Source: an optimization exercise on an open RTL-to-GDS flow (aim: small area and a short achievable clock period). Production flows keep margins and buffers that such runs may drop.
Function was checked by simulation only, so behaviour that the tests miss may differ from the original.

==> inputs of trial 23 <==
// dct_row_top
module dct_row_top (
  input  logic        clk_i,
  input  logic        rst_i,
  input  logic        px_valid_i,
  input  logic [7:0]  px_data_i,
  output logic        coef_valid_o,
  output logic [11:0] coef_data_o,
  output logic [2:0]  coef_index_o
);
clock: 6.0 ns
lec_check: 0
cap_margin: 20
core_margin: 2
core_utilization: 40
cts_buf_list: sky130_fd_sc_hd__clkbuf_4
setup_slack_margin: 3.2
slew_margin: 20
run.sh (not shown) runs the stock make flow with config.mk's settings and CLKGATE_MAP_FILE= SYNTH_SCRIPT=/design/flow/synth_recipe.tcl, a recipe that flattens the netlist after the stock synthesis.
==> build 12 (differences from trial 23) <==
--- a/flow/design.v
+++ b/flow/design.v
@@ -50,12 +50,14 @@
 always_ff @(posedge clk_i) begin
   n1 <= n1_nx; n2 <= n2_nx; odd <= kc_nx[0];
 end
 logic [8:0] u0, u1, u2, u3;
 logic a0, a3, ca, b1, b2, cb;           
 logic a0_nx, a3_nx, ca_nx, b1_nx, b2_nx, cb_nx;
+logic oddu, o1, o3, o5, o7;    
+logic ep_a, ep_b, eq_a, eq_b, er_a, er_b, es_a, es_b;
 always_comb begin
   case (kc)
     3'd0: begin a0_nx = 1'b0; a3_nx = 1'b0; ca_nx = 1'b0; b1_nx = 1'b0; b2_nx = 1'b0; cb_nx = 1'b0; end
     3'd2: begin a0_nx = 1'b0; a3_nx = 1'b1; ca_nx = 1'b1; b1_nx = 1'b0; b2_nx = 1'b1; cb_nx = 1'b1; end
     3'd4: begin a0_nx = 1'b0; a3_nx = 1'b0; ca_nx = 1'b0; b1_nx = 1'b1; b2_nx = 1'b1; cb_nx = 1'b0; end
     3'd6: begin a0_nx = 1'b0; a3_nx = 1'b1; ca_nx = 1'b1; b1_nx = 1'b1; b2_nx = 1'b0; cb_nx = 1'b1; end
@@ -68,36 +70,47 @@
   u0 <= 9'(y0 ^ {8{n1[0]}}) + 9'(y7 ^ {8{n2[0]}}) + 9'(odd);
   u1 <= 9'(y1 ^ {8{n1[1]}}) + 9'(y6 ^ {8{n2[1]}}) + 9'(odd);
   u2 <= 9'(y2 ^ {8{n1[2]}}) + 9'(y5 ^ {8{n2[2]}}) + 9'(odd);
   u3 <= 9'(y3 ^ {8{n1[3]}}) + 9'(y4 ^ {8{n2[3]}}) + 9'(odd);
   ku <= kc;
   a0 <= a0_nx; a3 <= a3_nx; ca <= ca_nx; b1 <= b1_nx; b2 <= b2_nx; cb <= cb_nx;
+  oddu <= kc[0];
+  ep_a <= (kc == 3'd0) | (kc == 3'd2) | (kc == 3'd4);
+  ep_b <= (kc == 3'd6);
+  eq_a <= (kc == 3'd6);
+  eq_b <= (kc == 3'd0) | (kc == 3'd2) | (kc == 3'd4);
+  er_a <= (kc == 3'd6);
+  er_b <= (kc == 3'd2);
+  es_a <= (kc == 3'd0) | (kc == 3'd2) | (kc == 3'd4);
+  es_b <= (kc == 3'd6);
+  o1 <= (kc == 3'd1); o3 <= (kc == 3'd3); o5 <= (kc == 3'd5); o7 <= (kc == 3'd7);
 end
 always_ff @(posedge clk_i, posedge rst_i)
   if (rst_i) vu <= 1'b0; else vu <= busy;
 logic [9:0] al, be;
 logic [9:0] vp;
 logic [9:0] vq;
 logic [9:0] vr;
 logic [9:0] vs;
 logic c_k0, c_k4, c_k26, c_odd;    
 logic       vv;
 assign al = 10'(u0 ^ {9{a0}}) + 10'(u3 ^ {9{a3}}) + 10'(ca);
 assign be = 10'(u1 ^ {9{b1}}) + 10'(u2 ^ {9{b2}}) + 10'(cb);
+logic [8:0] pm_p;
+assign pm_p = ({9{o1}} & u0) | ({9{o3}} & u2) | ({9{o5}} & u1) | ({9{o7}} & u3);
+logic [8:0] pm_q;
+assign pm_q = ({9{o1}} & u1) | ({9{o3}} & u0) | ({9{o5}} & u3) | ({9{o7}} & u2);
+logic [8:0] pm_r;
+assign pm_r = ({9{o1}} & u2) | ({9{o3}} & u3) | ({9{o5}} & u0) | ({9{o7}} & u1);
+logic [8:0] pm_s;
+assign pm_s = ({9{o1}} & u3) | ({9{o3}} & u1) | ({9{o5}} & u2) | ({9{o7}} & u0);
 always_ff @(posedge clk_i) begin
-  case (ku)
-    3'd0: begin vp <= al; vq <= be; vr <= '0; vs <= al; end
-    3'd1: begin vp <= {1'b0, u0}; vq <= {1'b0, u1}; vr <= {1'b0, u2}; vs <= {1'b0, u3}; end
-    3'd2: begin vp <= al; vq <= be; vr <= be; vs <= al; end
-    3'd3: begin vp <= {1'b0, u2}; vq <= {1'b0, u0}; vr <= {1'b0, u3}; vs <= {1'b0, u1}; end
-    3'd4: begin vp <= al; vq <= be; vr <= '0; vs <= al; end
-    3'd5: begin vp <= {1'b0, u1}; vq <= {1'b0, u3}; vr <= {1'b0, u0}; vs <= {1'b0, u2}; end
-    3'd6: begin vp <= be; vq <= al; vr <= al; vs <= be; end
-    3'd7: begin vp <= {1'b0, u3}; vq <= {1'b0, u2}; vr <= {1'b0, u1}; vs <= {1'b0, u0}; end
-    default: ;
-  endcase
+  vp <= ({10{oddu}} & {1'b0, pm_p}) | ({10{ep_a}} & al) | ({10{ep_b}} & be);
+  vq <= ({10{oddu}} & {1'b0, pm_q}) | ({10{eq_a}} & al) | ({10{eq_b}} & be);
+  vr <= ({10{oddu}} & {1'b0, pm_r}) | ({10{er_a}} & al) | ({10{er_b}} & be);
+  vs <= ({10{oddu}} & {1'b0, pm_s}) | ({10{es_a}} & al) | ({10{es_b}} & be);
   c_k0 <= (ku == 3'd0); c_k4 <= (ku == 3'd4); c_k26 <= (ku == 3'd2) | (ku == 3'd6); c_odd <= ku[0];
 end
 always_ff @(posedge clk_i, posedge rst_i)
   if (rst_i) vv <= 1'b0; else vv <= vu;
 logic row_p0_en;
 logic row_p0_ng;
@@ -598,17 +611,68 @@
 wire cs137 = cq_17_3 ^ cc118 ^ cs119;
 wire cc137 = (cq_17_3 & cc118) | (cq_17_3 & cs119) | (cc118 & cs119);
 wire cs138 = cq_18_3 ^ cc119 ^ cs120;
 wire cc138 = (cq_18_3 & cc119) | (cq_18_3 & cs120) | (cc119 & cs120);
 wire cs139 = cq_19_0 ^ cq_19_1 ^ cc120;
 wire cc139 = (cq_19_0 & cq_19_1) | (cq_19_0 & cc120) | (cq_19_1 & cc120);
+logic [10:0] lowsum;
+assign lowsum = {1'b0, cc128, cc127, cc126, cc125, cc124, cc123, cc122, cc121, cs121, cq_0_0} + {1'b0, cs129, cs128, cs127, cs126, cs125, cs124, cs123, cs122, cs103, cq_0_1};
+logic cr_lowc;
+always_ff @(posedge clk_i) cr_lowc <= lowsum[10];
+logic cr_10_0;
+always_ff @(posedge clk_i) cr_10_0 <= cc129;
+logic cr_10_1;
+always_ff @(posedge clk_i) cr_10_1 <= cs130;
+logic cr_11_0;
+always_ff @(posedge clk_i) cr_11_0 <= cc130;
+logic cr_11_1;
+always_ff @(posedge clk_i) cr_11_1 <= cs131;
+logic cr_12_0;
+always_ff @(posedge clk_i) cr_12_0 <= cc131;
+logic cr_12_1;
+always_ff @(posedge clk_i) cr_12_1 <= cs132;
+logic cr_13_0;
+always_ff @(posedge clk_i) cr_13_0 <= cc132;
+logic cr_13_1;
+always_ff @(posedge clk_i) cr_13_1 <= cs133;
+logic cr_14_0;
+always_ff @(posedge clk_i) cr_14_0 <= cc133;
+logic cr_14_1;
+always_ff @(posedge clk_i) cr_14_1 <= cs134;
+logic cr_15_0;
+always_ff @(posedge clk_i) cr_15_0 <= cc134;
+logic cr_15_1;
+always_ff @(posedge clk_i) cr_15_1 <= cs135;
+logic cr_16_0;
+always_ff @(posedge clk_i) cr_16_0 <= cc135;
+logic cr_16_1;
+always_ff @(posedge clk_i) cr_16_1 <= cs136;
+logic cr_17_0;
+always_ff @(posedge clk_i) cr_17_0 <= cc136;
+logic cr_17_1;
+always_ff @(posedge clk_i) cr_17_1 <= cs137;
+logic cr_18_0;
+always_ff @(posedge clk_i) cr_18_0 <= cc137;
+logic cr_18_1;
+always_ff @(posedge clk_i) cr_18_1 <= cs138;
+logic cr_19_0;
+always_ff @(posedge clk_i) cr_19_0 <= cc138;
+logic cr_19_1;
+always_ff @(posedge clk_i) cr_19_1 <= cs139;
+logic cr_20_0;
+always_ff @(posedge clk_i) cr_20_0 <= cc139;
+logic vc2;
+always_ff @(posedge clk_i, posedge rst_i)
+  if (rst_i) vc2 <= 1'b0; else vc2 <= vc;
 logic [21:0] fa, fb, fsum;
-assign fa = {1'b1, cc139, cc138, cc137, cc136, cc135, cc134, cc133, cc132, cc131, cc130, cc129, cc128, cc127, cc126, cc125, cc124, cc123, cc122, cc121, cs121, cq_0_0};
-assign fb = {1'b0, 1'b1, cs139, cs138, cs137, cs136, cs135, cs134, cs133, cs132, cs131, cs130, cs129, cs128, cs127, cs126, cs125, cs124, cs123, cs122, cs103, cq_0_1};
-assign fsum = fa + fb;
+assign fa = {1'b1, cr_20_0, cr_19_0, cr_18_0, cr_17_0, cr_16_0, cr_15_0, cr_14_0, cr_13_0, cr_12_0, cr_11_0, cr_10_0, 1'b0, 1'b0, 1'b0, 1'b0, 1'b0, 1'b0, 1'b0, 1'b0, 1'b0, 1'b0};
+assign fb = {1'b0, 1'b1, cr_19_1, cr_18_1, cr_17_1, cr_16_1, cr_15_1, cr_14_1, cr_13_1, cr_12_1, cr_11_1, cr_10_1, 1'b0, 1'b0, 1'b0, 1'b0, 1'b0, 1'b0, 1'b0, 1'b0, 1'b0, 1'b0};
+logic [12:0] fhi;
+assign fhi = {fa[21:10], 1'b1} + {fb[21:10], cr_lowc};
+assign fsum = {fhi[12:1], 10'd0};
 always_ff @(posedge clk_i) coef_data_o <= fsum[21:10];
 always_ff @(posedge clk_i, posedge rst_i)
-  if (rst_i) coef_valid_o <= 1'b0; else coef_valid_o <= vc;
+  if (rst_i) coef_valid_o <= 1'b0; else coef_valid_o <= vc2;
 always_ff @(posedge clk_i, posedge rst_i)
   if (rst_i) coef_index_o <= 3'd0; else if (coef_valid_o) coef_index_o <= coef_index_o + 3'd1;
 endmodule
 `default_nettype wire
- CTS_BUF_LIST: sky130_fd_sc_hd__clkbuf_4 -> sky130_fd_sc_hd__clkbuf_8
- SETUP_SLACK_MARGIN: 3.2 -> 3.4
==> notes <==
- Between trial 23 and build 12, the lower synthesized cell count is in build 12 (gap 9.8%, measured against build 12).
- Build 12 finished with timing, DRC and antenna clean. Trial 23 went through all stages and came out clean.
- Global-route usage: build 12 is lower than trial 23 (1.4 points).
- Between trial 23 and build 12, the lower clock skew is in build 12 (gap 0.048 ns).
- Against trial 23, the utilization of build 12 is lower by 0.14 points.
- Worst setup slack: trial 23 is worse than build 12 (0.31 ns).

## static timing again, ports no longer ideal
How much do the figures lean on ideal ports? The routed layouts below were timed once more, with nothing changed but the port constraints. Step 1 assumes that a clkbuf_16 drives the clock port and a buf_2 every other input. Step 2 adds t to the input delays and takes it off the output delays; t is the mean of the earliest and latest rising clock arrival at the registers after step 1. Input paths then give back, and output paths get back, about the clock's delay inside the block. Three values: ideal, step 1, step 2; two values: the first two.
run | t (ns) | setup slack, ns | worst setup path at the end | clock arrival spread, ns
trial 23 | 0.782 | 3.103 / 3.103 / 3.061 | input to register | 0.070 / 0.070
build 12 | 0.666 | 3.418 / 3.418 / 2.968 | input to register | 0.026 / 0.026
After both steps every run listed still meets setup and hold. The setup slack of build 12, which loses most, moves by 0.000 ns with the drivers and by -0.450 ns with both steps.
